Context: an optimization exercise on an open-source flow, tuned for small area, a short achievable clock period and few clock cycles per item. The choices shown serve that exercise and are no tape-out recipe. The RTL was checked by simulation tests, not by an equivalence proof against the original design. Power figures rest on the tool's default switching activity, not on a simulated workload.

**design/flow/constraint.sdc**
```tcl
create_clock -name core_clock -period 6.0 [get_ports {clk_i}]
set_input_delay 1.2000 -clock core_clock [delete_from_list [all_inputs] [get_ports {clk_i}]]
set_output_delay 1.2000 -clock core_clock [all_outputs]
set_load 0.01 [all_outputs]
```
**design/flow/config.mk**
```make
export PLATFORM = sky130hd
export DESIGN_NAME = byte_stack_machine
export DESIGN_NICKNAME = byte_stack_machine
export VERILOG_FILES = /design/flow/design.v
export SDC_FILE = /design/flow/constraint.sdc
export NUM_CORES = 4
export LEC_CHECK = 0
export CAP_MARGIN = 20
export CORE_MARGIN = 2
export CORE_UTILIZATION = 40
export CTS_CLUSTER_SIZE = 20
export PLACE_DENSITY = 0.6
export SETUP_SLACK_MARGIN = 3.0
export SLEW_MARGIN = 20
```
**design/flow/run.sh**
```bash
#!/bin/bash
# synth_recipe.tcl (not shown) runs the flow's synth.tcl, then flattens the netlist and writes it again
# the make line also repeats each setting of config.mk as NAME=value (left out here)
make -C /OpenROAD-flow-scripts/flow DESIGN_CONFIG=/design/flow/config.mk WORK_HOME=/design/flow/orfs CLKGATE_MAP_FILE= SYNTH_SCRIPT=/design/flow/synth_recipe.tcl finish
```
**design/flow/design.v**
```verilog
package bsm_pkg;
  localparam logic [7:0] OP_HALT = 8'd0;
  localparam logic [7:0] OP_PUSH = 8'd1;
  localparam logic [7:0] OP_POP  = 8'd2;
  localparam logic [7:0] OP_ADD  = 8'd3;
  localparam logic [7:0] OP_SUB  = 8'd4;
  localparam logic [7:0] OP_MUL  = 8'd5;
  localparam logic [7:0] OP_DIV  = 8'd6;
  localparam logic [2:0] ST_OK        = 3'd0;
  localparam logic [2:0] ST_POPPED    = 3'd1;
  localparam logic [2:0] ST_HALTED    = 3'd2;
  localparam logic [2:0] ST_OVERFLOW  = 3'd3;
  localparam logic [2:0] ST_UNDERFLOW = 3'd4;
  localparam logic [2:0] ST_DIVZERO   = 3'd5;
  localparam logic [2:0] ST_UNKNOWN   = 3'd6;
  localparam logic [2:0] ST_STOPPED   = 3'd7;
  typedef struct packed {
    logic [7:0] action;
    logic [7:0] operand_value;
  } in_item_t;
  typedef struct packed {
    logic [2:0] status;
    logic [7:0] result_value;
  } out_item_t;
  typedef struct packed {
    logic       load;       
    logic       rd_en;      
    logic       rd_next;    
    logic       lat_a;
    logic       lat_b;
    logic       wr_en;
    logic       wr_res;     
    logic       cnt_up;
    logic       cnt_dn;
    logic       set_stop;
    logic       alu_go;
    logic       div_go;
    logic       div_take;
    logic       out_load;
    logic [2:0] out_status;
  } cmd_t;
  typedef struct packed {
    logic [7:0] op;
    logic       stopped;
    logic       cnt_zero;
    logic       cnt_lt2;
    logic       cnt_full;
    logic       b_zero;
    logic       div_done;
    logic       out_free;
  } stat_t;
endpackage
module bsm_mul_csa (
  input  logic [7:0] a,
  input  logic [7:0] b,
  output logic [7:0] x,
  output logic [7:0] y,
  output logic [7:0] z
);
  wire t1 = a[0] & b[0];
  wire t2 = a[1] & b[0];
  wire t3 = a[2] & b[0];
  wire t4 = a[3] & b[0];
  wire t5 = a[4] & b[0];
  wire t6 = a[5] & b[0];
  wire t7 = a[6] & b[0];
  wire t8 = a[7] & b[0];
  wire t9 = a[0] & b[1];
  wire t10 = a[1] & b[1];
  wire t11 = a[2] & b[1];
  wire t12 = a[3] & b[1];
  wire t13 = a[4] & b[1];
  wire t14 = a[5] & b[1];
  wire t15 = a[6] & b[1];
  wire t16 = a[0] & b[2];
  wire t17 = a[1] & b[2];
  wire t18 = a[2] & b[2];
  wire t19 = a[3] & b[2];
  wire t20 = a[4] & b[2];
  wire t21 = a[5] & b[2];
  wire t22 = a[0] & b[3];
  wire t23 = a[1] & b[3];
  wire t24 = a[2] & b[3];
  wire t25 = a[3] & b[3];
  wire t26 = a[4] & b[3];
  wire t27 = a[0] & b[4];
  wire t28 = a[1] & b[4];
  wire t29 = a[2] & b[4];
  wire t30 = a[3] & b[4];
  wire t31 = a[0] & b[5];
  wire t32 = a[1] & b[5];
  wire t33 = a[2] & b[5];
  wire t34 = a[0] & b[6];
  wire t35 = a[1] & b[6];
  wire t36 = a[0] & b[7];
  wire t37 = t7 ^ t14;
  wire t38 = t7 & t14;
  wire t39 = t8 ^ t15 ^ t21;
  wire t40 = t26 ^ t30;
  wire t41 = t5 ^ t12;
  wire t42 = t5 & t12;
  wire t43 = t6 ^ t13 ^ t19;
  wire t44 = (t6 & t13) | (t6 & t19) | (t13 & t19);
  wire t45 = t24 ^ t28;
  wire t46 = t24 & t28;
  wire t47 = t20 ^ t25 ^ t29;
  wire t48 = (t20 & t25) | (t20 & t29) | (t25 & t29);
  wire t49 = t32 ^ t34 ^ t37;
  wire t50 = (t32 & t34) | (t32 & t37) | (t34 & t37);
  wire t51 = t33 ^ t35 ^ t36;
  wire t52 = t39 ^ t40 ^ t38;
  wire t53 = t4 ^ t11;
  wire t54 = t4 & t11;
  wire t55 = t18 ^ t23 ^ t27;
  wire t56 = (t18 & t23) | (t18 & t27) | (t23 & t27);
  wire t57 = t31 ^ t43 ^ t45;
  wire t58 = (t31 & t43) | (t31 & t45) | (t43 & t45);
  wire t59 = t47 ^ t49 ^ t44;
  wire t60 = (t47 & t49) | (t47 & t44) | (t49 & t44);
  wire t61 = t51 ^ t52 ^ t48;
  assign x = {t50, t46, t42, t41, t17, t3, t2, t1};
  assign y = {t61, t59, t57, t55, t22, t10, t9, 1'b0};
  assign z = {t60, t58, t56, t54, t53, t16, 1'b0, 1'b0};
endmodule
module byte_stack_machine (
  input  logic       clk_i,
  input  logic       rst_ni,
  input  logic       in_valid_i,
  output logic       in_stall_o,
  input  logic [7:0] in_action_i,
  input  logic [7:0] in_operand_i,
  output logic       out_valid_o,
  input  logic       out_stall_i,
  output logic [2:0] out_status_o,
  output logic [7:0] out_value_o
);
  localparam int DEPTH = 255;
  logic       ir_v;
  logic       ir_push, ir_pop, ir_bin, ir_halt;
  logic [1:0] ir_alu;   
  logic [7:0] ir_opd;
  logic       dn_q, up_q, hold_n_q;
  logic       stall_q;
  logic [7:0] e0;
  logic [7:0] q [DEPTH];
  logic [7:0] cnt_q;
  logic       zero_q, lt2_q, full_q, stop_q, bz_q;
  logic       busy_q, mode_div_q;
  logic [1:0] k_q;
  logic [7:0] mx_q, my_q, mz_q;
  logic [7:0] rem_q, dvs_q;
  logic [9:0] dvs3_q;
  logic       mv_q, sv_q;
  logic [2:0] ms_q, ss_q;
  logic [7:0] mval_q, sval_q;
  logic [7:0] a, b;
  assign a = e0;
  assign b = ~q[1];
  logic go, accept;
  assign go     = ir_v & ~busy_q & ~sv_q;
  assign accept = in_valid_i & ~stall_q;
  assign in_stall_o = stall_q;
  logic is_mul, is_div;
  assign is_mul = (ir_alu == 2'd2);
  assign is_div = (ir_alu == 2'd3);
  logic mul_issue, div_issue;
  assign mul_issue = up_q & ir_bin & is_mul;
  assign div_issue = up_q & ir_bin & is_div;
  logic [2:0] res_st;
  logic [7:0] res_val;
  always_comb begin
    res_val = 8'd0;
    if (stop_q)            res_st = 3'd7;
    else if (ir_halt)      res_st = 3'd2;
    else if (ir_push)      res_st = full_q ? 3'd3 : 3'd0;
    else if (ir_pop) begin
      res_st  = zero_q ? 3'd4 : 3'd1;
      res_val = zero_q ? 8'd0 : a;
    end else if (ir_bin)   res_st = lt2_q ? 3'd4 : ((is_div & bz_q) ? 3'd5 : 3'd0);
    else                   res_st = 3'd6;
  end
  logic [7:0] mx, my, mz;
  bsm_mul_csa u_mul (.a(a), .b(b), .x(mx), .y(my), .z(mz));
  logic       lt_b, lt_2b;
  logic [1:0] dcls;    
  logic [7:0] rem0, quo0;
  assign lt_b  = (a < b);
  assign lt_2b = ({1'b0, a} < {b, 1'b0});
  always_comb begin
    if (b[7:6] != 2'b00)      dcls = 2'd0;
    else if (b[5:4] != 2'b00) dcls = 2'd1;
    else if (b[3:2] != 2'b00) dcls = 2'd2;
    else                      dcls = 2'd3;
    case (dcls)
      2'd0:    begin rem0 = {2'b0, a[7:2]}; quo0 = {a[1:0], 6'b0}; end
      2'd1:    begin rem0 = {4'b0, a[7:4]}; quo0 = {a[3:0], 4'b0}; end
      2'd2:    begin rem0 = {6'b0, a[7:6]}; quo0 = {a[5:0], 2'b0}; end
      default: begin rem0 = 8'd0;           quo0 = a;              end
    endcase
  end
  logic [7:0] top_up;
  always_comb begin
    if (ir_pop)      top_up = b;
    else if (is_div) top_up = lt_2b ? {7'd0, ~lt_b} : quo0;
    else if (ir_alu == 2'd1) top_up = a - b;
    else             top_up = a + b;
  end
  logic [9:0] dt, d1, d2, d3;
  logic [1:0] qd;
  logic [7:0] rem_n;
  assign dt = {rem_q, a[7:6]};
  assign d1 = dt - {2'b0, dvs_q};
  assign d2 = dt - {1'b0, dvs_q, 1'b0};
  assign d3 = dt - dvs3_q;
  always_comb begin
    if (dt >= dvs3_q)                    begin qd = 2'd3; rem_n = d3[7:0]; end
    else if (dt >= {1'b0, dvs_q, 1'b0})  begin qd = 2'd2; rem_n = d2[7:0]; end
    else if (dt >= {2'b0, dvs_q})        begin qd = 2'd1; rem_n = d1[7:0]; end
    else                                 begin qd = 2'd0; rem_n = dt[7:0]; end
  end
  logic       e0_keep;
  logic [7:0] busy_val;
  assign e0_keep  = ~(dn_q | up_q | busy_q);
  assign busy_val = mode_div_q ? {a[5:0], qd} : 8'(mx_q + my_q + mz_q);
  always_ff @(posedge clk_i) begin
    e0 <= ({8{dn_q}} & ir_opd) | ({8{up_q}} & top_up) | ({8{busy_q}} & busy_val)
        | ({8{e0_keep}} & e0);
  end
  assign q[0] = e0;
  for (genvar i = 1; i < DEPTH; i++) begin : g_row
    logic [7:0] nxt;
    if (i == DEPTH - 1) begin : g_last
      assign nxt = 8'd0;
    end else begin : g_mid
      assign nxt = q[i+1];
    end
    always_ff @(posedge clk_i) begin
      q[i] <= ~(({8{dn_q}} & q[i-1]) | ({8{up_q}} & nxt) | ~({8{hold_n_q}} | q[i]));
    end
  end
  logic       busy_n;
  always_comb begin
    busy_n = busy_q;
    if (mul_issue)                 busy_n = 1'b1;
    else if (div_issue && !lt_2b)  busy_n = 1'b1;
    else if (busy_q && (!mode_div_q || k_q == 2'd0)) busy_n = 1'b0;
  end
  always_ff @(posedge clk_i or negedge rst_ni) begin
    if (!rst_ni) busy_q <= 1'b0;
    else         busy_q <= busy_n;
  end
  always_ff @(posedge clk_i) begin
    mx_q <= mx;
    my_q <= my;
    mz_q <= mz;
    rem_q <= ({8{up_q}} & rem0) | ({8{~up_q}} & rem_n);
  end
  always_ff @(posedge clk_i) begin
    if (up_q) begin
      mode_div_q <= is_div;
      dvs_q      <= b;
      dvs3_q     <= {2'b0, b} + {1'b0, b, 1'b0};
      k_q        <= dcls;
    end else if (busy_q) begin
      k_q   <= k_q - 2'd1;
    end
  end
  logic m_take, sv_n;
  assign m_take = ~mv_q | ~out_stall_i;
  assign sv_n   = m_take ? 1'b0 : (sv_q | go);
  always_ff @(posedge clk_i or negedge rst_ni) begin
    if (!rst_ni) begin
      mv_q <= 1'b0;
      sv_q <= 1'b0;
    end else begin
      if (m_take) mv_q <= sv_q | go;
      sv_q <= sv_n;
    end
  end
  always_ff @(posedge clk_i) begin
    if (m_take) begin
      if (sv_q) begin
        ms_q   <= ss_q;
        mval_q <= sval_q;
      end else begin
        ms_q   <= res_st;
        mval_q <= res_val;
      end
    end
    if (!m_take && go) begin
      ss_q   <= res_st;
      sval_q <= res_val;
    end
  end
  assign out_valid_o  = mv_q;
  assign out_status_o = ms_q;
  assign out_value_o  = mval_q;
  logic       ir_v_n;
  logic       n_push, n_pop, n_bin, n_div;
  logic [7:0] cnt_n;
  logic       zero_n, lt2_n, full_n, stop_n, bz_n, go_n, run_n, dn_n, up_n;
  assign ir_v_n = accept | (ir_v & ~go);
  assign n_push = accept ? (in_action_i == 8'd1) : ir_push;
  assign n_pop  = accept ? (in_action_i == 8'd2) : ir_pop;
  assign n_bin  = accept ? ((in_action_i >= 8'd3) && (in_action_i <= 8'd6)) : ir_bin;
  assign n_div  = accept ? (in_action_i == 8'd6) : (ir_bin & is_div);
  always_comb begin
    cnt_n = cnt_q;
    if (dn_q)      cnt_n = cnt_q + 8'd1;
    else if (up_q) cnt_n = cnt_q - 8'd1;
  end
  assign zero_n = dn_q ? 1'b0 : (up_q ? (cnt_q == 8'd1) : zero_q);
  assign lt2_n  = dn_q ? zero_q : (up_q ? (cnt_q <= 8'd2) : lt2_q);
  assign full_n = dn_q ? (cnt_q == 8'(DEPTH - 1)) : (up_q ? 1'b0 : full_q);
  assign stop_n = stop_q | (go & ~dn_q & ~up_q);
  assign bz_n   = dn_q ? (a == 8'd0) : (up_q ? (q[2] == 8'd0) : bz_q);
  assign go_n   = ir_v_n & ~busy_n & ~sv_n;
  assign run_n  = go_n & ~stop_n;
  assign dn_n   = run_n & n_push & ~full_n;
  assign up_n   = run_n & ((n_pop & ~zero_n) | (n_bin & ~lt2_n & ~(n_div & bz_n)));
  always_ff @(posedge clk_i or negedge rst_ni) begin
    if (!rst_ni) begin
      ir_v    <= 1'b0;
      dn_q    <= 1'b0;
      up_q    <= 1'b0;
      hold_n_q <= 1'b0;
      stall_q <= 1'b0;
      cnt_q   <= 8'd0;
      zero_q  <= 1'b1;
      lt2_q   <= 1'b1;
      full_q  <= 1'b0;
      stop_q  <= 1'b0;
      bz_q    <= 1'b0;
    end else begin
      ir_v    <= ir_v_n;
      dn_q    <= dn_n;
      up_q    <= up_n;
      hold_n_q <= dn_n | up_n;
      stall_q <= ir_v_n & ~go_n;
      cnt_q   <= cnt_n;
      zero_q  <= zero_n;
      lt2_q   <= lt2_n;
      full_q  <= full_n;
      stop_q  <= stop_n;
      bz_q    <= bz_n;
    end
  end
  always_ff @(posedge clk_i) begin
    if (accept) begin
      ir_push <= (in_action_i == 8'd1);
      ir_pop  <= (in_action_i == 8'd2);
      ir_bin  <= (in_action_i >= 8'd3) && (in_action_i <= 8'd6);
      ir_halt <= (in_action_i == 8'd0);
      ir_alu  <= 2'(in_action_i[2:0] - 3'd3);
      ir_opd  <= in_operand_i;
    end
  end
endmodule
```
==> impl_metrics.py, run 1 <==
metrics = {
    "clock_tree": {
        "htreeDepth": 4,
        "cts_tree": "yes",
        "cts_buffer_depth": 3,
        "clock-root-buffer": "clkbuf_16",
        "cts_buffers": 215,
        "clk_pin_slew_ns": 0.07,
        "cts_hold_buf": 0,
        "cts_num_sinks": 2146,
        "clock_latency_ns": 0.83,
    },
    "routing": {
        "routed_via_density": 5.894,
        "wl_per_cell_um": 15.14,
        "firstDrtPassIters": 8,
        "ant_nets": 0,
        "vias": 58023,
        "first_iter_violations": 5269,
        "finalWirelength_um": 149000,
        "remaining_drc_errors": 0,
    },
    "synth": {
        "synth_cell_types": 79,
        "ys_ff_latch": 2146,
        "syn-num-nets": 7677,
        "synthFlopType": "dfxtp_1",
        "syn-instance-count": 7558,
        "ys_seq_area_share_pct": 57.06,
        "synthArstFlopShare_pct": 0.9786,
        "yosysWarnings": 2,
        "syn_avg_cell_area_sq_um": 10.11,
        "synth_edf_count": 53,
        "synth_area_sq_mm": 0.07640,
    },
    "status": {
        "status": "no timing/DRC/antenna violations",
    },
    "sta": {
        "finalCritPeriodShare_pct": 49.78,
        "max_slew_margin_pct": 10.43,
        "fin_skew_ns": 0.03952,
        "slew_violations": 0,
        "setup_viol": 0,
        "tightest_slew_ns": 1.344,
        "finalHoldViolations": 0,
        "fin_setup_tns_ns": 0,
        "fmax_ghz": 0.3348,
        "period_minus_slack_ns": 2.987,
        "rsz0062_at_grt": "yes",
    },
    "grt": {
        "grt_start_max_net_pins": 266,
        "grt_pass1_vias": 54160,
        "grt_pass1_wl_um": 255500,
        "grt_overflow": 0,
        "grt_antenna_before_repair": 1,
        "grt_usage_pct": 14.72,
    },
    "flow_run": {
        "drv_cap": 0,
    },
    "critical_path": {
        "end_kind": "flop",
        "start_kind": "flop",
        "crit_fanout": 12,
        "worstPathRequired_ns": 6.78,
        "path_class": "reg -> reg",
        "arrival_ns": 3.76,
    },
    "floorplan": {
        "rows": 160,
        "core_area_sq_mm": 0.1900,
        "die_x_um": 441.0,
        "start_util_pct": 40.22,
        "die_h_um": 441.0,
        "dieArea_sq_mm": 0.1945,
        "io_pins": 33,
    },
    "placed_design": {
        "hpwlAfterDp_um": 80480,
        "portBuffers": 32,
        "placed_cell_area_sq_mm": 0.07792,
        "gp_congestion": 0.8675,
    },
    "finish": {
        "drive_above_1_share_pct": 5.687,
        "finalNetCount": 7283,
        "area_growth_pct": 11.16,
        "design_area_sq_mm": 0.08493,
    },
    "power": {
        "powerDensity_mw_per_mm2": 335.5,
        "leakage_nw": 30.76,
        "peakVddDrop_mv": 0.2330,
    },
    "worst_hold_path": {
        "hp-class": "reg -> reg",
    },
}
## repair_timing
item / in CTS / in global routing
cloned: 0 / 1
endpoints found under the setup margin: 13 / 232
gates resized for setup: 14 / 7
setup buffers: 0 / 2
pin swaps: 0 / 1
## sequential cells by signal, indices dropped and copies added (netlist names), 8 cells and up
name and count:
q 2032, dvs3_q 9, cnt_q 8, dvs_q 8
e0 8, ir_opd 8, mval_q 8, mx_q 8
rem_q 8, sval_q 8
## Yosys cell counts, types with 18 or more instances
cell         n  area (sq um)
clkbuf_1   613          2301
dfxtp_1   2072         41480
xnor2_1     35         306.5
nor2b_1     18         112.6
nand3_1     21         105.1
nand2_1     58         217.7
ha_1        81          1013
nor2_1    2085          7826
dfrtp_1     19         475.5
inv_1       63         236.5
fa_1        18         360.4
edfxtp_1    53          1592
a21oi_1     53         265.3
buf_1       68         255.2
a221oi_1  2033         17810
o21ai_0     36         180.2
## kinds of logic after synthesis
family / Yosys count / share of synthesized area (%)
xor gates and xnor gates: 47 / 0.5388
AOI/OAI and AO/OA: 2239 / 25.18
adders and majority gates: 99 / 1.798
and+or+nand+nor: 2241 / 11.30
buffers and inverters: 764 / 3.798
DFF: 2146 / 57.06
muxes: 22 / 0.3193
## where the power goes
group | total (mW) | switching (mW) | internal [mW]
Clock | 13.1 | 5.53 | 7.54
Combinational | 0.819 | 0.437 | 0.382
Sequential | 14.6 | 0.146 | 14.5
## cells in the final DEF, fill, tap and decap left out, types with 13 or more instances in the layout
| cell type | n |
|---|---|
| xnor2_1 | 35 |
| ha_1 | 81 |
| inv_1 | 63 |
| clkbuf_1 | 70 |
| o21a_1 | 14 |
| nand3_1 | 21 |
| clkinv_2 | 31 |
| fa_1 | 17 |
| dfxtp_1 | 2071 |
| dfrtp_1 | 15 |
| dlygate4sd2_1 | 13 |
| nand2_1 | 58 |
| nor2b_1 | 18 |
| buf_12 | 23 |
| a21o_1 | 16 |
| nor2_1 | 2085 |
| clkbuf_8 | 37 |
| a221oi_1 | 2032 |
| a21oi_1 | 53 |
| mux2_2 | 15 |
| o21ai_0 | 36 |
| clkbuf_16 | 217 |
| edfxtp_1 | 53 |
| buf_4 | 29 |
| clkdlybuf4s50_1 | 19 |
## critical path, cell delays in order (launching register included)
cell	delay, ns
dfxtp_1	0.66
clkinv_1	0.51
fa_1	0.58
o21a_1	0.20
o21ai_1	0.22
a21o_1	0.16
a211oi_1	0.07
or4_1	0.42
nand3_1	0.10
## final cells by class
| type | count | area (sq um) |
|---|---|---|
| inverters | 65 | 247.7 |
| multi-input cells | 4649 | 29920 |
| fillers | 17423 | 105100 |
| well taps | 2511 | 3142 |
| repair buffers | 87 | 1032 |
| diodes | 1 | 2.502 |
| clock inverters | 62 | 770.7 |
| clock buffers | 324 | 6202 |
| flip-flops and latches | 2146 | 43610 |
## path summary, 6_finish.rpt
kind	slack [ns]	from	to	cells past startpoint
worst min register to register	0.44	q[172][5]	q[173][5]	1
worst max register to register	3.01	e0[1]	e0[6]	8
worst min-delay path	0.44	q[172][5]	q[173][5]	1
min in group asynchronous	0.91	rst_ni	cnt_q[1]	1
max in group asynchronous	4.36	rst_ni	up_q	1
worst max-delay path	3.01	e0[1]	e0[6]	8
## metal layers
| metal | global-route usage, % | wire length [um] | share of wire (%) | vias up |
|---|---|---|---|---|
| li1 | - | - | - | 28185 |
| met1 | 19.68 | 70910 | 48 | 28537 |
| met4 | 4.145 | 3049 | 2.0 | 0 |
| met2 | 24.05 | 68310 | 46 | 1067 |
| met5 | 0 | 0 | 0 | - |
| met3 | 2.976 | 6735 | 4.5 | 234 |
## per-stage QoR
step	total power [mW]	hold WS (ns)	util [%]	std cells	setup WS [ns]
finish	28.49	0.4436	44.71	9845	3.013
global route	29.59	0.4616	44.71	9845	2.904
CTS	28.92	0.4435	44.68	9841	3.003
detailed placement	15.72	0.4434	41.02	9455	2.805
global placement	15.70	0.4360	41.02	9455	2.808
floorplan	15.49	0.4212	-	7558	3.414
Testbench counts, summed over its fixed seeds: cycles 18,418, items 16,000.
==> run 2, diff against run 1 <==
--- a/design/flow/design.v
+++ b/design/flow/design.v
@@ -147,3 +147,4 @@
   logic       zero_q, lt2_q, full_q, stop_q, bz_q;
-  logic       busy_q, mode_div_q;
+  logic       busy_q;                
+  logic       pend_q;                
   logic [1:0] k_q;
@@ -155,7 +156,9 @@
   logic [7:0] mval_q, sval_q;
-  logic [7:0] a, b;
-  assign a = e0;
-  assign b = ~q[1];
+  logic [7:0] a, b, prod, top;
+  assign a    = e0;
+  assign b    = ~q[1];
+  assign prod = 8'(mx_q + my_q + mz_q);
+  assign top  = pend_q ? prod : e0;    
   logic go, accept;
-  assign go     = ir_v & ~busy_q & ~sv_q;
+  assign go     = ir_v & ~busy_q & ~sv_q & ~(pend_q & ir_bin);
   assign accept = in_valid_i & ~stall_q;
@@ -177,3 +180,3 @@
       res_st  = zero_q ? 3'd4 : 3'd1;
-      res_val = zero_q ? 8'd0 : a;
+      res_val = zero_q ? 8'd0 : top;
     end else if (ir_bin)   res_st = lt2_q ? 3'd4 : ((is_div & bz_q) ? 3'd5 : 3'd0);
@@ -220,11 +223,10 @@
   end
-  logic       e0_keep;
-  logic [7:0] busy_val;
-  assign e0_keep  = ~(dn_q | up_q | busy_q);
-  assign busy_val = mode_div_q ? {a[5:0], qd} : 8'(mx_q + my_q + mz_q);
+  logic e0_keep, e0_fwd;
+  assign e0_fwd  = pend_q & ~dn_q & ~up_q;
+  assign e0_keep = ~(dn_q | up_q | busy_q | pend_q);
   always_ff @(posedge clk_i) begin
-    e0 <= ({8{dn_q}} & ir_opd) | ({8{up_q}} & top_up) | ({8{busy_q}} & busy_val)
-        | ({8{e0_keep}} & e0);
+    e0 <= ({8{dn_q}} & ir_opd) | ({8{up_q}} & top_up) | ({8{busy_q}} & {a[5:0], qd})
+        | ({8{e0_fwd}} & prod) | ({8{e0_keep}} & e0);
   end
-  assign q[0] = e0;
+  assign q[0] = top;
   for (genvar i = 1; i < DEPTH; i++) begin : g_row
@@ -240,12 +242,17 @@
   end
-  logic       busy_n;
+  logic       busy_n, pend_n;
   always_comb begin
     busy_n = busy_q;
-    if (mul_issue)                 busy_n = 1'b1;
-    else if (div_issue && !lt_2b)  busy_n = 1'b1;
-    else if (busy_q && (!mode_div_q || k_q == 2'd0)) busy_n = 1'b0;
+    if (div_issue && !lt_2b)             busy_n = 1'b1;
+    else if (busy_q && k_q == 2'd0)      busy_n = 1'b0;
   end
+  assign pend_n = mul_issue;
   always_ff @(posedge clk_i or negedge rst_ni) begin
-    if (!rst_ni) busy_q <= 1'b0;
-    else         busy_q <= busy_n;
+    if (!rst_ni) begin
+      busy_q <= 1'b0;
+      pend_q <= 1'b0;
+    end else begin
+      busy_q <= busy_n;
+      pend_q <= pend_n;
+    end
   end
@@ -259,3 +266,2 @@
     if (up_q) begin
-      mode_div_q <= is_div;
       dvs_q      <= b;
@@ -279,16 +285,11 @@
   end
+  logic m_from_s, m_from_r, s_load;
+  assign m_from_s = m_take & sv_q;
+  assign m_from_r = m_take & ~sv_q;
+  assign s_load   = ~m_take & go;
   always_ff @(posedge clk_i) begin
-    if (m_take) begin
-      if (sv_q) begin
-        ms_q   <= ss_q;
-        mval_q <= sval_q;
-      end else begin
-        ms_q   <= res_st;
-        mval_q <= res_val;
-      end
-    end
-    if (!m_take && go) begin
-      ss_q   <= res_st;
-      sval_q <= res_val;
-    end
+    ms_q   <= ({3{m_from_s}} & ss_q) | ({3{m_from_r}} & res_st) | ({3{~m_take}} & ms_q);
+    mval_q <= ({8{m_from_s}} & sval_q) | ({8{m_from_r}} & res_val) | ({8{~m_take}} & mval_q);
+    ss_q   <= ({3{s_load}} & res_st) | ({3{~s_load}} & ss_q);
+    sval_q <= ({8{s_load}} & res_val) | ({8{~s_load}} & sval_q);
   end
@@ -298,3 +299,3 @@
   logic       ir_v_n;
-  logic       n_push, n_pop, n_bin, n_div;
+  logic       n_push, n_pop, n_bin;
   logic [7:0] cnt_n;
@@ -305,3 +306,2 @@
   assign n_bin  = accept ? ((in_action_i >= 8'd3) && (in_action_i <= 8'd6)) : ir_bin;
-  assign n_div  = accept ? (in_action_i == 8'd6) : (ir_bin & is_div);
   always_comb begin
@@ -314,8 +314,11 @@
   assign full_n = dn_q ? (cnt_q == 8'(DEPTH - 1)) : (up_q ? 1'b0 : full_q);
-  assign stop_n = stop_q | (go & ~dn_q & ~up_q);
-  assign bz_n   = dn_q ? (a == 8'd0) : (up_q ? (q[2] == 8'd0) : bz_q);
-  assign go_n   = ir_v_n & ~busy_n & ~sv_n;
+  logic err;
+  assign err    = ir_halt | ~(ir_push | ir_pop | ir_bin) | (ir_push & full_q) | (ir_pop & zero_q)
+                | (ir_bin & (lt2_q | (is_div & bz_q)));
+  assign stop_n = stop_q | (go & err);
+  assign bz_n   = dn_q ? (top == 8'd0) : (up_q ? (q[2] == 8'd0) : bz_q);
+  assign go_n   = ir_v_n & ~busy_n & ~sv_n & ~(pend_n & n_bin);
   assign run_n  = go_n & ~stop_n;
-  assign dn_n   = run_n & n_push & ~full_n;
-  assign up_n   = run_n & ((n_pop & ~zero_n) | (n_bin & ~lt2_n & ~(n_div & bz_n)));
+  assign dn_n   = run_n & n_push;
+  assign up_n   = run_n & (n_pop | n_bin);
   always_ff @(posedge clk_i or negedge rst_ni) begin
--- a/design/flow/config.mk
+++ b/design/flow/config.mk
@@ -12,3 +12,3 @@
 export PLACE_DENSITY = 0.6
-export SETUP_SLACK_MARGIN = 3.0
+export SETUP_SLACK_MARGIN = 3.3
 export SLEW_MARGIN = 20
==> impl_metrics.py, run 2 <==
metrics = {
    "grt": {
        "grt_use_met3_pct": 2.441,
        "grt_antenna_before_repair": 0,
        "grt_overflow": 0,
        "gr-max-usage-layer": "met2",
        "grt_use_met1_pct": 20.85,
        "grt_usage_pct": 15.13,
        "grt_pass1_wl_um": 262700,
        "grtUsageMet2_pct": 24.54,
        "grt_pass1_vias": 54357,
        "grt_start_max_net_pins": 262,
    },
    "finish": {
        "largestRegisters": "q: 2032 flops, dvs3_q: 9 flops",
        "largest_register_ffs": 2032,
        "area_growth_pct": 12.03,
        "drive_above_1_share_pct": 6.453,
        "layout_common_cells": "nor2_1 (2086), dfxtp_1 (2066), a221oi_1 (2019), clkbuf_16 (220), ha_1 (79)",
        "finalNetCount": 7354,
        "layout_commonest_cell": "nor2_1",
        "n_antenna_cell": 0,
        "regMostFlops": "q",
        "design_area_sq_mm": 0.08576,
        "fin_util_pct": 45.09,
    },
    "placed_design": {
        "portBuffers": 32,
        "placed_cell_area_sq_mm": 0.07805,
        "hpwlAfterDp_um": 80860,
        "gp_congestion": 0.8425,
    },
    "sta": {
        "fmax_ghz": 0.3637,
        "rsz0062_at_grt": "yes",
        "period_minus_slack_ns": 2.750,
        "fin_setup_tns_ns": 0,
        "tightest_slew_ns": 1.152,
        "whs_ns": 0.4347,
        "fin_skew_ns": 0.04130,
        "finalCritPeriodShare_pct": 45.83,
        "slew_violations": 0,
        "setup_viol": 0,
        "max_slew_margin_pct": 23.18,
        "finalHoldViolations": 0,
    },
    "critical_path": {
        "cpPeakStageDelay_ns": 0.55,
        "start_kind": "flop",
        "regToRegStartpoint": "mz_q[2]",
        "crit_buf_inv": 2,
        "critical_path.top_delay_family": "adder cells",
        "cpMostUsedCell": "inv_2",
        "startpoint": "mz_q[2]",
        "arrival_ns": 3.52,
        "critPathSlowestCell": "fa_1",
        "ff2ff_setup_slack_ns": 3.25,
        "crit_chain": "inv_2 -> fa_1 -> inv_2 -> ha_4 -> fa_2 -> a21o_1 -> a21oi_2 -> xnor2_2 -> mux2i_4 -> o311ai_2 -> o21a_1",
        "worstPathRequired_ns": 6.77,
        "end_kind": "flop",
        "path_class": "reg -> reg",
        "crit_fanout": 4,
    },
    "clock_tree": {
        "clock_latency_ns": 0.83,
        "cts_tree": "yes",
        "cts_buffer_depth": 3,
        "clk_pin_slew_ns": 0.07,
        "cts_buffers": 210,
        "cts_num_sinks": 2146,
        "cts_hold_buf": 0,
        "clock-root-buffer": "clkbuf_16",
        "htreeDepth": 4,
    },
    "synth": {
        "synth_cell_types": 71,
        "syn_avg_cell_area_sq_um": 10.04,
        "synthTopCellsByCount": "nor2_1 (2086), dfxtp_1 (2083), a221oi_1 (2019)",
        "netlist.area_leader.share_pct": 54.48,
        "yosysWarnings": 2,
        "yosysMostFrequentCell": "nor2_1",
        "synth_edf_count": 41,
        "yosysTopAreaCell": "dfxtp_1",
        "yosys-top-cells-area": "dfxtp_1 (54%), a221oi_1 (23%), nor2_1 (10%), clkbuf_1 (3.2%), edfxtp_1 (1.6%)",
        "syn-instance-count": 7626,
        "synthArstFlopShare_pct": 1.025,
        "synthFlopType": "dfxtp_1",
        "ys_seq_area_share_pct": 56.81,
        "syn-num-nets": 7745,
        "synth_area_sq_mm": 0.07654,
        "ys_ff_latch": 2146,
    },
    "flow_run": {
        "drv_cap": 0,
    },
    "floorplan": {
        "start_util_pct": 40.25,
        "dieArea_sq_mm": 0.1949,
        "io_pins": 33,
        "core_area_sq_mm": 0.1902,
        "die_h_um": 441.5,
        "rows": 160,
        "die_x_um": 441.5,
    },
    "power": {
        "powerDensity_mw_per_mm2": 336.5,
        "p_total_mw": 28.86,
        "peakVddDrop_mv": 0.2464,
        "leakage_nw": 31.11,
    },
    "status": {
        "status": "no timing/DRC/antenna violations",
    },
    "routing": {
        "routed_via_density": 5.932,
        "finalWirelength_um": 157200,
        "firstDrtPassIters": 8,
        "first_iter_violations": 5087,
        "wl_per_cell_um": 15.85,
        "remaining_drc_errors": 0,
        "vias": 58837,
        "ant_nets": 0,
    },
    "worst_hold_path": {
        "hp-class": "reg -> reg",
        "hp-start": "q[194][1]",
    },
}
## run 2: per-stage QoR
| stage | std cells | setup WS, ns |
|---|---|---|
| floorplan | 7626 | 3.321 |
| global placement | 9518 | 2.592 |
| detailed placement | 9518 | 2.539 |
| CTS | 9909 | 3.292 |
| global route | 9918 | 3.190 |
| finish | 9918 | 3.250 |
## run 2: final timing paths
kind	end	cells after the start
worst max-delay path	mval_q[6]	11
worst min-delay path	q[195][1]	1
worst max register to register	mval_q[6]	11
worst min register to register	q[195][1]	1
max in group asynchronous	lt2_q	2
min in group asynchronous	ir_v	2
## run 2: repair_timing
action / 4_1_cts / 5_1_grt
gates resized for setup: 80 / 36
setup buffers: 1 / 3
endpoints found under the hold margin: 0 / 0
gates cloned: 6 / 5
pin swaps: 5 / 6
setup endpoints to repair: 1337 / 1130
## run 2: per-layer routing
metal | wire length, um | vias up | part of all wire, %
li1 | - | 28463 | -
met1 | 75930 | 28972 | 48
met2 | 71700 | 1183 | 46
met3 | 6792 | 219 | 4.3
met4 | 2742 | 0 | 1.7
met5 | 0 | - | 0
## run 2: cell type report
| cell class | count | area [sq um] |
|---|---|---|
| Fill cell | 17419 | 104400 |
| Tap cell | 2511 | 3142 |
| Timing Repair Buffer | 106 | 1534 |
| Clock buffer | 322 | 6272 |
| Sequential cell | 2146 | 43520 |
| Inverter | 70 | 271.5 |
| Clock inverter | 62 | 748.2 |
| Multi-Input combinational cell | 4701 | 30260 |
## run 2: cells by family after synthesis
group / after synthesis / share of synthesized area [%]
compound gates: 2256 / 25.22
fa+ha+maj: 99 / 1.795
simple gates: 2286 / 11.64
flops: 2146 / 56.81
mux: 19 / 0.2534
xor+xnor: 41 / 0.4691
buf+inv: 779 / 3.822
## run 2: where the power goes
group	leakage (nW)	internal (mW)	switching, mW	total (mW)
Clock	3.45	7.64	5.49	13.1
Sequential	17.5	14.5	0.211	14.7
Combinational	10.2	0.455	0.538	0.992
Testbench counts of run 2, summed over its fixed seeds: cycles 17,507, items 16,000.
==> run 3, diff against run 2 <==
--- a/design/flow/config.mk
+++ b/design/flow/config.mk
@@ -12,3 +12,3 @@
 export PLACE_DENSITY = 0.6
-export SETUP_SLACK_MARGIN = 3.3
+export SETUP_SLACK_MARGIN = 3.55
 export SLEW_MARGIN = 20
==> impl_metrics.py, run 3 <==
metrics = {
    "critical_path": {
        "ff2ff_setup_slack_ns": 3.37,
        "worstPathRequired_ns": 6.71,
        "path_class": "reg -> reg",
        "start_kind": "flop",
        "arrival_ns": 3.34,
        "end_kind": "flop",
        "regToRegStartpoint": "mx_q[2]",
        "crit_fanout": 2,
        "r2r-end": "e0[4]",
        "reg2reg_depth": 13,
    },
    "routing": {
        "first_iter_violations": 5034,
        "ant_nets": 0,
        "firstDrtPassIters": 5,
        "wl_per_cell_um": 16.01,
        "routed_via_density": 5.935,
        "remaining_drc_errors": 0,
        "vias": 59030,
        "finalWirelength_um": 159200,
    },
    "sta": {
        "fmax_ghz": 0.3798,
        "fin_skew_ns": 0.02479,
        "slew_violations": 0,
        "setup_viol": 0,
        "tightest_slew_ns": 1.229,
        "finalHoldViolations": 0,
        "period_minus_slack_ns": 2.633,
        "finalCritPeriodShare_pct": 43.88,
        "max_slew_margin_pct": 18.09,
        "rsz0062_at_grt": "yes",
        "fin_setup_tns_ns": 0,
    },
    "power": {
        "powerDensity_mw_per_mm2": 335.1,
        "peakVddDrop_mv": 0.3109,
        "p_clk_share_pct": 45.2,
        "combPwrFrac_pct": 3.8,
        "p_sw_mw": 6.234,
        "p_seq_share_pct": 50.9,
        "leakage_nw": 31.37,
        "p_int_mw": 22.75,
        "sw_frac_of_total_pct": 21.51,
    },
    "synth": {
        "synthSimpleGateAreaFrac_pct": 11.64,
        "yosysMostFrequentCell": "nor2_1",
        "synth_xor_area_share_pct": 0.4691,
        "yosysTopAreaCell": "dfxtp_1",
        "synth_compound_area_share_pct": 25.22,
        "syn-instance-count": 7626,
        "synth_top_family_by_area": "compound AO/OA/AOI/OAI gates",
        "synthTopCellsByCount": "nor2_1 (2086), dfxtp_1 (2083), a221oi_1 (2019)",
        "netlist.area_leader.share_pct": 54.48,
        "ys_seq_area_share_pct": 56.81,
        "yosys-top-cells-area": "dfxtp_1 (54%), a221oi_1 (23%), nor2_1 (10%), clkbuf_1 (3.2%), edfxtp_1 (1.6%)",
        "ys_ff_latch": 2146,
        "syn_avg_cell_area_sq_um": 10.04,
        "synthArstFlopShare_pct": 1.025,
        "synthAdderAreaFrac_pct": 1.795,
        "synth_cell_types": 71,
        "synth_area_sq_mm": 0.07654,
        "synthMuxAreaShare_pct": 0.2534,
        "syn-num-nets": 7745,
        "yosysWarnings": 2,
        "synthFlopType": "dfxtp_1",
        "synth_edf_count": 41,
    },
    "floorplan": {
        "dieArea_sq_mm": 0.1949,
        "io_pins": 33,
        "core_area_sq_mm": 0.1902,
        "start_util_pct": 40.25,
        "die_h_um": 441.5,
        "rows": 160,
        "die_x_um": 441.5,
    },
    "clock_tree": {
        "clk_pin_slew_ns": 0.06,
        "cts_num_sinks": 2146,
        "cts_tree": "yes",
        "cts_buffers": 211,
        "clock-root-buffer": "clkbuf_16",
        "clock_latency_ns": 0.83,
        "cts_buffer_depth": 3,
        "htreeDepth": 4,
    },
    "finish": {
        "num-fill-cells": 17303,
        "fin_util_pct": 45.48,
        "layout_common_cells": "nor2_1 (2086), dfxtp_1 (2057), a221oi_1 (2017), clkbuf_16 (227), ha_1 (70)",
        "largestRegisters": "q: 2032 flops, dvs3_q: 9 flops",
        "layout_commonest_cell": "nor2_1",
        "finalNetCount": 7385,
        "regMostFlops": "q",
        "drive_above_1_share_pct": 7.587,
        "area_growth_pct": 12.99,
        "largest_register_ffs": 2032,
    },
    "placed_design": {
        "hpwlAfterDp_um": 80100,
        "portBuffers": 32,
        "gp_congestion": 0.8366,
    },
    "grt": {
        "grt_start_max_net_pins": 247,
        "grt_antenna_before_repair": 1,
        "grt_pass1_wl_um": 260900,
        "grt_usage_pct": 15.06,
        "grt_pass1_vias": 54685,
        "grt_overflow": 0,
    },
    "status": {
        "status": "no timing/DRC/antenna violations",
    },
    "worst_hold_path": {
        "hp-class": "in -> async",
    },
    "flow_run": {
        "drv_cap": 0,
    },
}
==> run 3: repair_timing <==
item | 4_1_cts | 5_1_grt
cloned | 4 | 11
setup buffers | 22 | 17
hold buffers | 0 | 0
pin swaps | 13 | 22
endpoints found under the setup margin | 1774 | 1375
endpoints found under the hold margin | 0 | 0
resized for setup | 159 | 68
==> run 3: final cells by class <==
cell class / count / area [sq um] / share of cell area [%]
antenna: 1 / 2.502 / 0.002893
clock buffer: 325 / 6385 / 7.382
clock inverter: 56 / 593.1 / 0.6857
inverter: 70 / 295.3 / 0.3414
multi-input combinational: 4701 / 30560 / 35.34
sequential: 2146 / 43550 / 50.35
tap: 2511 / 3142 / 3.633
timing repair buffer: 136 / 1959 / 2.266
==> run 3: worst max-delay path, cell delays in order (launching register included) <==
cell	delay (ns)
dfxtp_2	0.32
inv_2	0.04
fa_1	0.54
inv_2	0.05
ha_4	0.16
fa_2	0.34
buf_4	0.14
buf_6	0.12
xnor2_4	0.18
buf_6	0.12
buf_4	0.09
buf_4	0.09
o21ai_0	0.07
a221o_1	0.26
==> run 3: how the worst max path moves through the flow <==
stage,startpoint,to,depth (start not counted)
floorplan,q[1][0],e0[4],10
detailed placement,out_stall_i,flop,3
CTS,mv_q,out_valid_o,1
global placement,out_stall_i,flop,3
global route,mx_q[2],mval_q[6],11
finish,mx_q[2],e0[4],13
==> run 3: metal layers <==
layer  GRT usage (%)  vias up  part of all wire, %
met2           24.66     1166                   46
met1           20.28    29079                   48
met5               0        -                    0
met3           2.597      226                  4.3
li1                -    28559                    -
met4           4.482        0                  1.8
==> run 3: metrics by stage <==
step	cell area, sq um	hold slack, ns	worst slack (ns)	power [mW]	std cells
after floorplan	76570	0.4212	3.557	15.71	7626
after global placement	78080	0.4319	2.656	16.00	9510
after detailed placement	78080	0.4377	2.565	16.02	9510
after CTS	85800	0.4462	3.364	29.32	9917
after global routing	86490	0.3349	3.280	30.10	9946
final	86490	0.3507	3.367	28.98	9946
==> run 3: power groups by stage <==
stage	logic, mW	registers [mW]	clock network (mW)
2_1_floorplan	0.733	15.0	0
3_3_place_gp	0.948	15.0	0
3_5_place_dp	0.968	15.1	0
4_1_cts	1.02	14.7	13.5
5_1_grt	1.24	14.8	14.1
6_report	1.11	14.8	13.1
==> run 3: logic make-up after synthesis <==
group                    after synthesis
adder cells (fa/ha/maj)               99
AND/OR/NAND/NOR                     2286
flip-flops                          2146
buffers and inverters                779
multiplexers                          19
XOR/XNOR                              41
AO/OA/AOI/OAI                       2256
==> run 4, diff against run 3 <==
--- a/design/flow/design.v
+++ b/design/flow/design.v
@@ -52,2 +52,72 @@
 endpackage
+module bsm_add3 (
+  input  logic [7:0] x,
+  input  logic [7:0] y,
+  input  logic [7:0] z,
+  output logic [7:0] s
+);
+  wire s1 = x[0] ^ y[0] ^ z[0];
+  wire s2 = x[1] ^ y[1] ^ z[1];
+  wire s3 = x[2] ^ y[2] ^ z[2];
+  wire s4 = x[3] ^ y[3] ^ z[3];
+  wire s5 = x[4] ^ y[4] ^ z[4];
+  wire s6 = x[5] ^ y[5] ^ z[5];
+  wire s7 = x[6] ^ y[6] ^ z[6];
+  wire s8 = x[7] ^ y[7] ^ z[7];
+  wire s9 = (x[0] & y[0]) | (x[0] & z[0]) | (y[0] & z[0]);
+  wire s10 = (x[1] & y[1]) | (x[1] & z[1]) | (y[1] & z[1]);
+  wire s11 = (x[2] & y[2]) | (x[2] & z[2]) | (y[2] & z[2]);
+  wire s12 = (x[3] & y[3]) | (x[3] & z[3]) | (y[3] & z[3]);
+  wire s13 = (x[4] & y[4]) | (x[4] & z[4]) | (y[4] & z[4]);
+  wire s14 = (x[5] & y[5]) | (x[5] & z[5]) | (y[5] & z[5]);
+  wire s15 = (x[6] & y[6]) | (x[6] & z[6]) | (y[6] & z[6]);
+  wire s16 = s1 & 1'b0;
+  wire s17 = s2 & s9;
+  wire s18 = s3 & s10;
+  wire s19 = s4 & s11;
+  wire s20 = s5 & s12;
+  wire s21 = s6 & s13;
+  wire s22 = s7 & s14;
+  wire s23 = s8 & s15;
+  wire s24 = s1 ^ 1'b0;
+  wire s25 = s2 ^ s9;
+  wire s26 = s3 ^ s10;
+  wire s27 = s4 ^ s11;
+  wire s28 = s5 ^ s12;
+  wire s29 = s6 ^ s13;
+  wire s30 = s7 ^ s14;
+  wire s31 = s8 ^ s15;
+  wire s32 = s17 | (s25 & s16);
+  wire s33 = s25 & s24;
+  wire s34 = s19 | (s27 & s18);
+  wire s35 = s27 & s26;
+  wire s36 = s21 | (s29 & s20);
+  wire s37 = s29 & s28;
+  wire s38 = s23 | (s31 & s22);
+  wire s39 = s31 & s30;
+  wire s40 = s18 | (s26 & s32);
+  wire s41 = s26 & s33;
+  wire s42 = s34 | (s35 & s32);
+  wire s43 = s35 & s33;
+  wire s44 = s22 | (s30 & s36);
+  wire s45 = s30 & s37;
+  wire s46 = s38 | (s39 & s36);
+  wire s47 = s39 & s37;
+  wire s48 = s20 | (s28 & s42);
+  wire s49 = s28 & s43;
+  wire s50 = s36 | (s37 & s42);
+  wire s51 = s37 & s43;
+  wire s52 = s44 | (s45 & s42);
+  wire s53 = s45 & s43;
+  wire s54 = s46 | (s47 & s42);
+  wire s55 = s47 & s43;
+  wire s56 = s25 ^ s16;
+  wire s57 = s26 ^ s32;
+  wire s58 = s27 ^ s40;
+  wire s59 = s28 ^ s42;
+  wire s60 = s29 ^ s48;
+  wire s61 = s30 ^ s50;
+  wire s62 = s31 ^ s52;
+  assign s = {s62, s61, s60, s59, s58, s57, s56, s24};
+endmodule
 module bsm_mul_csa (
@@ -146,3 +216,3 @@
   logic [7:0] cnt_q;
-  logic       zero_q, lt2_q, full_q, stop_q, bz_q;
+  logic       zero_q, lt2_q, full_q, stop_q;
   logic       busy_q;                
@@ -159,3 +229,5 @@
   assign b    = ~q[1];
-  assign prod = 8'(mx_q + my_q + mz_q);
+  logic  b_zero;
+  assign b_zero = (b == 8'd0);
+  bsm_add3 u_prod (.x(mx_q), .y(my_q), .z(mz_q), .s(prod));
   assign top  = pend_q ? prod : e0;    
@@ -181,3 +253,3 @@
       res_val = zero_q ? 8'd0 : top;
-    end else if (ir_bin)   res_st = lt2_q ? 3'd4 : ((is_div & bz_q) ? 3'd5 : 3'd0);
+    end else if (ir_bin)   res_st = lt2_q ? 3'd4 : ((is_div & b_zero) ? 3'd5 : 3'd0);
     else                   res_st = 3'd6;
@@ -285,6 +357,5 @@
   end
-  logic m_from_s, m_from_r, s_load;
+  logic m_from_s, m_from_r;
   assign m_from_s = m_take & sv_q;
   assign m_from_r = m_take & ~sv_q;
-  assign s_load   = ~m_take & go;
   always_ff @(posedge clk_i) begin
@@ -292,4 +363,6 @@
     mval_q <= ({8{m_from_s}} & sval_q) | ({8{m_from_r}} & res_val) | ({8{~m_take}} & mval_q);
-    ss_q   <= ({3{s_load}} & res_st) | ({3{~s_load}} & ss_q);
-    sval_q <= ({8{s_load}} & res_val) | ({8{~s_load}} & sval_q);
+    if (!sv_q) begin
+      ss_q   <= res_st;
+      sval_q <= res_val;
+    end
   end
@@ -301,3 +374,3 @@
   logic [7:0] cnt_n;
-  logic       zero_n, lt2_n, full_n, stop_n, bz_n, go_n, run_n, dn_n, up_n;
+  logic       zero_n, lt2_n, full_n, stop_n, go_n, run_n, dn_n, up_n;
   assign ir_v_n = accept | (ir_v & ~go);
@@ -316,5 +389,4 @@
   assign err    = ir_halt | ~(ir_push | ir_pop | ir_bin) | (ir_push & full_q) | (ir_pop & zero_q)
-                | (ir_bin & (lt2_q | (is_div & bz_q)));
+                | (ir_bin & (lt2_q | (is_div & b_zero)));
   assign stop_n = stop_q | (go & err);
-  assign bz_n   = dn_q ? (top == 8'd0) : (up_q ? (q[2] == 8'd0) : bz_q);
   assign go_n   = ir_v_n & ~busy_n & ~sv_n & ~(pend_n & n_bin);
@@ -335,3 +407,2 @@
       stop_q  <= 1'b0;
-      bz_q    <= 1'b0;
     end else begin
@@ -347,3 +418,2 @@
       stop_q  <= stop_n;
-      bz_q    <= bz_n;
     end
--- a/design/flow/config.mk
+++ b/design/flow/config.mk
@@ -9,6 +9,7 @@
 export CORE_MARGIN = 2
-export CORE_UTILIZATION = 40
-export CTS_CLUSTER_SIZE = 20
-export PLACE_DENSITY = 0.6
-export SETUP_SLACK_MARGIN = 3.55
+export CORE_UTILIZATION = 55
+export CTS_CLUSTER_DIAMETER = 110
+export CTS_CLUSTER_SIZE = 24
+export PLACE_DENSITY = 0.7
+export SETUP_SLACK_MARGIN = 3.45
 export SLEW_MARGIN = 20
==> impl_metrics.py, run 4 <==
metrics = {
    "critical_path": {
        "arrival_ns": 3.37,
        "end_kind": "flop",
        "crit_fanout": 2,
        "crit_buf_inv": 2,
        "critical_path.top_delay_family": "adder cells",
        "crit_chain": "fa_1 -> ha_1 -> inv_2 -> fa_2 -> inv_2 -> fa_1 -> a22o_1 -> a222oi_1 -> o21ai_1",
        "startpoint": "mx_q[2]",
        "start_kind": "flop",
        "worstPathRequired_ns": 6.63,
        "regToRegStartpoint": "mx_q[2]",
        "critPathSlowestCell": "fa_1",
        "cpPeakStageDelay_ns": 0.53,
        "path_class": "reg -> reg",
    },
    "synth": {
        "yosysWarnings": 2,
        "synthFlopType": "dfxtp_1",
        "netlist.area_leader.share_pct": 54.57,
        "yosysMostFrequentCell": "nor2_1",
        "syn_avg_cell_area_sq_um": 10.03,
        "syn-instance-count": 7615,
        "synth_cell_types": 77,
        "syn-num-nets": 7734,
        "ys_ff_latch": 2145,
        "synthArstFlopShare_pct": 0.9790,
        "yosysTopAreaCell": "dfxtp_1",
        "ys_seq_area_share_pct": 56.87,
        "synthTopCellsByCount": "nor2_1 (2111), dfxtp_1 (2083), a221oi_1 (2028)",
        "synth_area_sq_mm": 0.07641,
        "synth_edf_count": 41,
        "yosys-top-cells-area": "dfxtp_1 (55%), a221oi_1 (23%), nor2_1 (10%), clkbuf_1 (3.1%), edfxtp_1 (1.6%)",
    },
    "routing": {
        "firstDrtPassIters": 6,
        "remaining_drc_errors": 0,
        "finalWirelength_um": 144400,
        "wl_per_cell_um": 16.18,
        "first_iter_violations": 5276,
        "vias": 57567,
        "routed_via_density": 6.448,
        "ant_nets": 0,
    },
    "clock_tree": {
        "cts_buffers": 99,
        "clock-root-buffer": "clkbuf_16",
        "clk_pin_slew_ns": 0.10,
        "cts_buffer_depth": 3,
        "cts_num_sinks": 2145,
        "htreeDepth": 3,
        "clock_latency_ns": 0.75,
        "cts_tree": "yes",
    },
    "finish": {
        "area_growth_pct": 5.156,
        "largest_register_ffs": 2032,
        "layout_commonest_cell": "nor2_1",
        "regMostFlops": "q",
        "drive_above_1_share_pct": 4.164,
        "largestRegisters": "q: 2032 flops, dvs3_q: 9 flops",
        "finalNetCount": 7240,
        "layout_common_cells": "nor2_1 (2110), dfxtp_1 (2058), a221oi_1 (2025), clkbuf_16 (102)",
    },
    "sta": {
        "max_slew_margin_pct": 24.37,
        "rsz0062_at_grt": "yes",
        "fin_setup_tns_ns": 0,
        "slew_violations": 0,
        "fin_skew_ns": 0.03820,
        "fmax_ghz": 0.3650,
        "whs_ns": 0.4154,
        "period_minus_slack_ns": 2.740,
        "finalCritPeriodShare_pct": 45.66,
        "finalHoldViolations": 0,
        "tightest_slew_ns": 1.135,
        "setup_viol": 0,
        "finalWorstSetupSlack_ns": 3.260,
    },
    "placed_design": {
        "detailedPlace.worstSlack_ns": 2.761,
        "portBuffers": 32,
        "gp_congestion": 0.8981,
        "hpwlAfterDp_um": 78980,
    },
    "power": {
        "p_seq_share_pct": 63.5,
        "leakage_nw": 29.02,
        "combPwrFrac_pct": 5.1,
        "powerDensity_mw_per_mm2": 289.5,
        "peakVddDrop_mv": 0.2474,
        "sw_frac_of_total_pct": 22.02,
        "p_sw_mw": 5.122,
        "p_clk_share_pct": 31.4,
        "p_int_mw": 18.14,
    },
    "floorplan": {
        "core_area_sq_mm": 0.1377,
        "rows": 136,
        "dieArea_sq_mm": 0.1419,
        "die_h_um": 376.7,
        "io_pins": 33,
        "start_util_pct": 55.51,
        "die_x_um": 376.7,
    },
    "worst_hold_path": {
        "hp-class": "in -> async",
    },
    "flow_run": {
        "drv_cap": 0,
    },
    "grt": {
        "grt_pass1_wl_um": 244800,
        "grt_pass1_vias": 53131,
        "grt_start_max_net_pins": 238,
        "grt_usage_pct": 19.15,
        "grt_overflow": 0,
        "grt_antenna_before_repair": 1,
    },
    "status": {
        "status": "no timing/DRC/antenna violations",
    },
}
## run 4: cell families after synthesis
logic type                 Yosys count  share of synthesized area [%]
muxes                               21                         0.2849
buffers and inverters              794                          3.925
AOI/OAI and AO/OA                 2234                          25.11
DFF                               2145                          56.87
xor gates and xnor gates            46                         0.5272
adders and majority gates           99                          1.808
and+or+nand+nor                   2276                          11.47
## run 4: metrics by stage
stage / std cells / power, mW / util, % / cell area, sq um
after floorplan: 7615 / 15.82 / - / 76430
after global placement: 8782 / 16.07 / 56.00 / 77090
after detailed placement: 8782 / 16.10 / 56.00 / 77090
after CTS: 8900 / 23.38 / 57.97 / 79810
after global routing: 8928 / 24.18 / 58.37 / 80350
final: 8928 / 23.27 / 58.37 / 80350
## run 4: worst paths after layout
| check | slack (ns) | endpoint | cells after the start |
|---|---|---|---|
| worst max-delay path | 3.26 | e0[4] | 9 |
| worst min-delay path | 0.42 | pend_q | 1 |
| worst max register to register | 3.26 | e0[4] | 9 |
| worst min register to register | 0.45 | q[1][1] | 1 |
| max in group asynchronous | 5.20 | up_q | 1 |
| min in group core_clock | 0.45 | q[1][1] | 1 |
## run 4: timing repair
item,4_1_cts,5_1_grt
hold buffers,0,0
setup buffers,5,24
cloned,0,3
endpoints found under the setup margin,1135,1103
pin swaps,10,27
gates resized for setup,82,70
## run 4: final cells by class
class / instances / area [sq um]
fill: 11387 / 57310
multi-input combinational: 4677 / 30230
tap: 1794 / 2245
antenna: 1 / 2.502
clock inverter: 6 / 82.58
inverter: 83 / 322.8
sequential: 2145 / 43520
clock buffer: 107 / 2529
timing repair buffer: 115 / 1429
## run 4: power groups by stage
| stage | clock network (mW) | registers (mW) | logic (mW) |
|---|---|---|---|
| after floorplan | 0 | 15.0 | 0.809 |
| after global placement | 0 | 15.1 | 0.993 |
| after detailed placement | 0 | 15.1 | 1.02 |
| after CTS | 7.61 | 14.8 | 1.01 |
| after global routing | 8.05 | 14.8 | 1.33 |
| final | 7.31 | 14.8 | 1.19 |
## run 4: layer usage
metal / vias to the layer above / track usage [%] / share of wire, %
met5: - / 0 / 0
met2: 984 / 32.22 / 46
met3: 171 / 2.512 / 3.6
met1: 28457 / 26.14 / 48
li1: 27955 / - / -
met4: 0 / 4.558 / 1.9
Testbench counts of run 4, summed over its fixed seeds: cycles 17,507, items 16,000.
==> run 5, diff against run 4 <==
--- a/design/flow/config.mk
+++ b/design/flow/config.mk
@@ -13,3 +13,3 @@
 export PLACE_DENSITY = 0.7
-export SETUP_SLACK_MARGIN = 3.45
+export SETUP_SLACK_MARGIN = 3.65
 export SLEW_MARGIN = 20
==> impl_metrics.py, run 5 <==
metrics = {
    "floorplan": {
        "die_x_um": 376.7,
        "rows": 136,
        "dieArea_sq_mm": 0.1419,
        "start_util_pct": 55.51,
        "core_area_sq_mm": 0.1377,
        "io_pins": 33,
        "die_h_um": 376.7,
    },
    "clock_tree": {
        "htreeDepth": 3,
        "cts_buffers": 99,
        "cts_tree": "yes",
        "clk_pin_slew_ns": 0.11,
        "clock_latency_ns": 0.75,
        "cts_num_sinks": 2145,
        "clock-root-buffer": "clkbuf_16",
        "cts_buffer_depth": 3,
    },
    "critical_path": {
        "worstPathRequired_ns": 6.63,
        "start_kind": "flop",
        "end_kind": "flop",
        "regToRegStartpoint": "mx_q[2]",
        "crit_end": "e0[4]",
        "path_class": "reg -> reg",
        "startpoint": "mx_q[2]",
        "r2r-end": "e0[4]",
        "reg2reg_depth": 9,
        "ff2ff_setup_slack_ns": 3.17,
        "crit_fanout": 2,
        "arrival_ns": 3.46,
    },
    "sta": {
        "finalWorstSetupSlack_ns": 3.170,
        "period_minus_slack_ns": 2.830,
        "finalCritPeriodShare_pct": 47.16,
        "fmax_ghz": 0.3534,
        "fin_setup_tns_ns": 0,
        "tightest_slew_ns": 1.274,
        "max_slew_margin_pct": 15.09,
        "rsz0062_at_grt": "yes",
        "finalHoldViolations": 0,
        "slew_violations": 0,
        "setup_viol": 0,
        "fin_skew_ns": 0.05836,
    },
    "grt": {
        "grt_start_max_net_pins": 261,
        "grt_overflow": 0,
        "grt_pass1_wl_um": 249800,
        "grt_usage_pct": 19.64,
        "grt_antenna_before_repair": 0,
        "grt_pass1_vias": 53314,
    },
    "synth": {
        "yosys-top-cells-area": "dfxtp_1 (55%), a221oi_1 (23%), nor2_1 (10%), clkbuf_1 (3.1%), edfxtp_1 (1.6%)",
        "synth_cell_types": 77,
        "syn-instance-count": 7615,
        "yosysMostFrequentCell": "nor2_1",
        "synth_area_sq_mm": 0.07641,
        "ys_ff_latch": 2145,
        "syn-num-nets": 7734,
        "yosysWarnings": 2,
        "ys_seq_area_share_pct": 56.87,
        "netlist.area_leader.share_pct": 54.57,
        "synthTopCellsByCount": "nor2_1 (2111), dfxtp_1 (2083), a221oi_1 (2028)",
        "yosysTopAreaCell": "dfxtp_1",
        "syn_avg_cell_area_sq_um": 10.03,
        "synthFlopType": "dfxtp_1",
        "synthArstFlopShare_pct": 0.9790,
        "synth_edf_count": 41,
    },
    "finish": {
        "regMostFlops": "q",
        "n_antenna_cell": 0,
        "largestRegisters": "q: 2032 flops, dvs3_q: 9 flops",
        "largest_register_ffs": 2032,
        "finalNetCount": 7292,
        "stdcell_count": 8980,
        "num-fill-cells": 11440,
        "layout_common_cells": "nor2_1 (2110), dfxtp_1 (2051), a221oi_1 (2024), clkbuf_16 (103), buf_4 (72)",
        "layout_commonest_cell": "nor2_1",
        "area_growth_pct": 6.459,
        "fin_util_pct": 59.09,
        "drive_above_1_share_pct": 5.525,
    },
    "routing": {
        "remaining_drc_errors": 0,
        "ant_nets": 0,
        "vias": 57932,
        "finalWirelength_um": 148100,
        "first_iter_violations": 5098,
        "routed_via_density": 6.451,
        "firstDrtPassIters": 7,
        "wl_per_cell_um": 16.50,
    },
    "status": {
        "status": "no timing/DRC/antenna violations",
    },
    "power": {
        "powerDensity_mw_per_mm2": 288.7,
        "leakage_nw": 29.44,
        "p_total_mw": 23.49,
        "peakVddDrop_mv": 0.2569,
    },
    "placed_design": {
        "dp_cells": 8778,
        "detailedPlace.worstSlack_ns": 2.861,
        "portBuffers": 32,
        "hpwlAfterDp_um": 79620,
        "gp_congestion": 0.9030,
    },
    "worst_hold_path": {
        "hp-class": "in -> async",
    },
    "flow_run": {
        "drv_cap": 0,
    },
}
==> run 5: how the worst min path moves through the flow <==
stage                     slack (ns)        end  depth (start not counted)
after floorplan                 0.42  q[253][7]                          1
after global placement          0.43  q[253][7]                          1
after detailed placement        0.44  q[253][4]                          1
after CTS                       0.44  q[209][4]                          1
after global routing            0.41   cnt_q[5]                          1
final                           0.41   cnt_q[6]                          1
==> run 5: layout make-up <==
| class | instances | area (sq um) | share of cell area, % |
|---|---|---|---|
| clock buffer | 109 | 2557 | 3.144 |
| clock inverter | 5 | 86.33 | 0.1061 |
| inverter | 83 | 339.1 | 0.4168 |
| multi-input combinational | 4678 | 30490 | 37.48 |
| sequential | 2145 | 43530 | 53.51 |
| tap | 1794 | 2245 | 2.759 |
| timing repair buffer | 166 | 2101 | 2.582 |
==> run 5: critical path, cell delays in order, from the launching register on <==
cell	delay (ns)
dfxtp_2	0.33
fa_1	0.53
ha_2	0.17
inv_2	0.04
fa_2	0.35
inv_2	0.07
fa_2	0.45
a22o_1	0.22
a222oi_1	0.44
o21ai_1	0.12
==> run 5: metrics by stage <==
stage               hold WS, ns  instance area (sq um)
global route             0.4113                  81350
CTS                      0.4411                  80670
detailed placement       0.4389                  77040
global placement         0.4297                  77040
floorplan                0.4212                  76470
finish                   0.4051                  81350
==> run 5: cells by family after synthesis <==
| group | share of synthesized area (%) |
|---|---|
| flops | 56.87 |
| mux | 0.2849 |
| buf+inv | 3.925 |
| fa+ha+maj | 1.808 |
| compound gates | 25.11 |
| xor+xnor | 0.5272 |
| simple gates | 11.47 |
==> run 5: repair_timing <==
item | 4_1_cts | 5_1_grt
gates cloned | 8 | 2
gates resized for setup | 153 | 86
endpoints found under the hold margin | 0 | 0
hold buffers | 0 | 0
pin swaps | 27 | 31
setup buffers | 41 | 37
setup endpoints to repair | 1709 | 1208
==> run 5: per-layer routing <==
metal	GRT usage, %	vias up	routed length (um)
li1	-	28057	-
met1	26.95	28676	71890
met2	33.24	1028	68210
met3	2.174	171	5626
met4	4.566	0	2400
met5	0	-	0
==> run 5: where the power goes <==
part | total, mW | switching (mW) | internal, mW
Sequential | 14.8 | 0.234 | 14.5
Combinational | 1.38 | 0.684 | 0.700
Clock | 7.33 | 4.28 | 3.05
Total | 23.5 | 5.20 | 18.3
==> run 6, diff against run 5 <==
--- a/design/flow/config.mk
+++ b/design/flow/config.mk
@@ -9,7 +9,7 @@
 export CORE_MARGIN = 2
-export CORE_UTILIZATION = 55
-export CTS_CLUSTER_DIAMETER = 110
-export CTS_CLUSTER_SIZE = 24
-export PLACE_DENSITY = 0.7
-export SETUP_SLACK_MARGIN = 3.65
+export CORE_UTILIZATION = 50
+export CTS_CLUSTER_DIAMETER = 100
+export CTS_CLUSTER_SIZE = 20
+export PLACE_DENSITY = 0.65
+export SETUP_SLACK_MARGIN = 3.45
 export SLEW_MARGIN = 20
==> impl_metrics.py, run 6 <==
metrics = {
    "status": {
        "status": "no timing/DRC/antenna violations",
    },
    "clock_tree": {
        "cts_num_sinks": 2145,
        "clock-root-buffer": "clkbuf_16",
        "cts_buffer_depth": 3,
        "htreeDepth": 3,
        "clock_latency_ns": 0.75,
    },
    "routing": {
        "ant_nets": 0,
        "firstDrtPassIters": 8,
        "finalWirelength_um": 149100,
        "first_iter_violations": 4788,
        "vias": 57742,
        "remaining_drc_errors": 0,
    },
    "critical_path": {
        "arrival_ns": 3.37,
        "start_kind": "flop",
        "r2r-end": "e0[4]",
        "regToRegStartpoint": "mx_q[2]",
        "path_class": "reg -> reg",
        "crit_fanout": 2,
        "reg2reg_depth": 9,
    },
    "placed_design": {
        "portBuffers": 32,
        "placed_cell_area_sq_mm": 0.07737,
        "hpwlAfterDp_um": 80400,
        "dp_cells": 9025,
        "gp_congestion": 0.8847,
    },
    "sta": {
        "period_minus_slack_ns": 2.729,
        "tightest_slew_ns": 1.115,
        "finalHoldViolations": 0,
        "finalWorstSetupSlack_ns": 3.271,
        "max_slew_margin_pct": 25.67,
        "fin_skew_ns": 0.04029,
        "slew_violations": 0,
        "setup_viol": 0,
        "whs_ns": 0.3983,
        "fin_setup_tns_ns": 0,
    },
    "synth": {
        "yosysMostFrequentCell": "nor2_1",
        "synthFlopType": "dfxtp_1",
        "syn-instance-count": 7615,
        "syn-num-nets": 7734,
        "synth_cell_types": 77,
        "synth_area_sq_mm": 0.07641,
        "ys_seq_area_share_pct": 56.87,
        "synth_edf_count": 41,
        "synthArstFlopShare_pct": 0.9790,
        "netlist.area_leader.share_pct": 54.57,
        "synthTopCellsByCount": "nor2_1 (2111), dfxtp_1 (2083), a221oi_1 (2028)",
        "ys_ff_latch": 2145,
        "yosysTopAreaCell": "dfxtp_1",
        "yosys-top-cells-area": "dfxtp_1 (55%), a221oi_1 (23%), nor2_1 (10%), clkbuf_1 (3.1%), edfxtp_1 (1.6%)",
    },
    "finish": {
        "design_area_sq_mm": 0.08126,
        "finalNetCount": 7264,
        "fin_util_pct": 53.49,
        "drive_above_1_share_pct": 4.496,
        "largest_register_ffs": 2032,
        "stdcell_count": 9192,
        "layout_commonest_cell": "nor2_1",
        "largestRegisters": "q: 2032 flops, dvs3_q: 9 flops",
        "regMostFlops": "q",
        "num-fill-cells": 13204,
    },
    "floorplan": {
        "rows": 143,
        "start_util_pct": 50.30,
        "die_h_um": 394.9,
        "die_x_um": 394.9,
        "dieArea_sq_mm": 0.1560,
        "io_pins": 33,
    },
    "grt": {
        "grt_overflow": 0,
        "grt_antenna_before_repair": 0,
    },
    "worst_hold_path": {
        "hp-class": "in -> async",
    },
    "power": {
        "p_total_mw": 23.95,
        "peakVddDrop_mv": 0.2868,
        "leakage_nw": 29.35,
    },
    "flow_run": {
        "drv_cap": 0,
    },
}
## run 6: cell counts after synthesis
No cell type changed its count.
## run 6: cell families (layout without fill, tap and decap cells)
| family | count (synthesis) | after routing | share of synthesized area (%) |
|---|---|---|---|
| compound gates | 2234 | 2235 | 25.11 |
| xor+xnor | 46 | 46 | 0.5272 |
| fa+ha+maj | 99 | 99 | 1.808 |
| buf+inv | 794 | 340 | 3.925 |
| flops | 2145 | 2145 | 56.87 |
| mux | 21 | 21 | 0.2849 |
| simple gates | 2276 | 2276 | 11.47 |
## run 6: layout make-up
class,instances,area [sq um],area share [%]
flip-flops and latches,2145,43510,53.55
multi-input cells,4677,30190,37.16
repair buffers,121,1511,1.860
inverters,83,315.3,0.3880
clock inverters,8,186.4,0.2294
clock buffers,128,3000,3.692
well taps,2030,2540,3.126
## run 6: worst max-delay path, stage by stage (launching register included)
cell and delay, ns:
dfxtp_1 0.32, fa_1 0.54, ha_1 0.14, inv_1 0.05, fa_2 0.37, inv_2 0.07
fa_1 0.43, a22o_1 0.23, a222oi_1 0.34, o21ai_1 0.12
## run 6: power by group
| group | leakage (nW) | total [mW] | switching, mW | internal, mW |
|---|---|---|---|---|
| logic | 10.3 | 1.14 | 0.592 | 0.547 |
| clock network | 1.55 | 8.05 | 4.45 | 3.60 |
| registers | 17.5 | 14.8 | 0.231 | 14.5 |
## run 6: timing repair
item                        CTS  global route
gates resized for setup      97            52
cloned                        2             5
setup endpoints to repair  1056          1009
pin swaps                    12            25
setup buffers                 7            16
## run 6: worst max path at each step
stage                         startpoint        end  cells past startpoint
after floorplan                  mx_q[2]      e0[4]                      9
after CTS                        mx_q[2]      e0[4]                      9
final                            mx_q[2]      e0[4]                      9
after detailed placement  in_action_i[0]   hold_n_q                      9
after global routing             mx_q[2]  mval_q[4]                     10
after global placement    in_action_i[0]   hold_n_q                      9
## run 6: per-layer routing
layer | up-vias | part of all wire, % | track usage [%]
met1 | 28637 | 48 | 23.98
met3 | 169 | 3.6 | 2.191
met4 | 0 | 1.7 | 4.103
li1 | 28039 | - | -
met5 | - | 0 | 0
met2 | 897 | 46 | 30.48
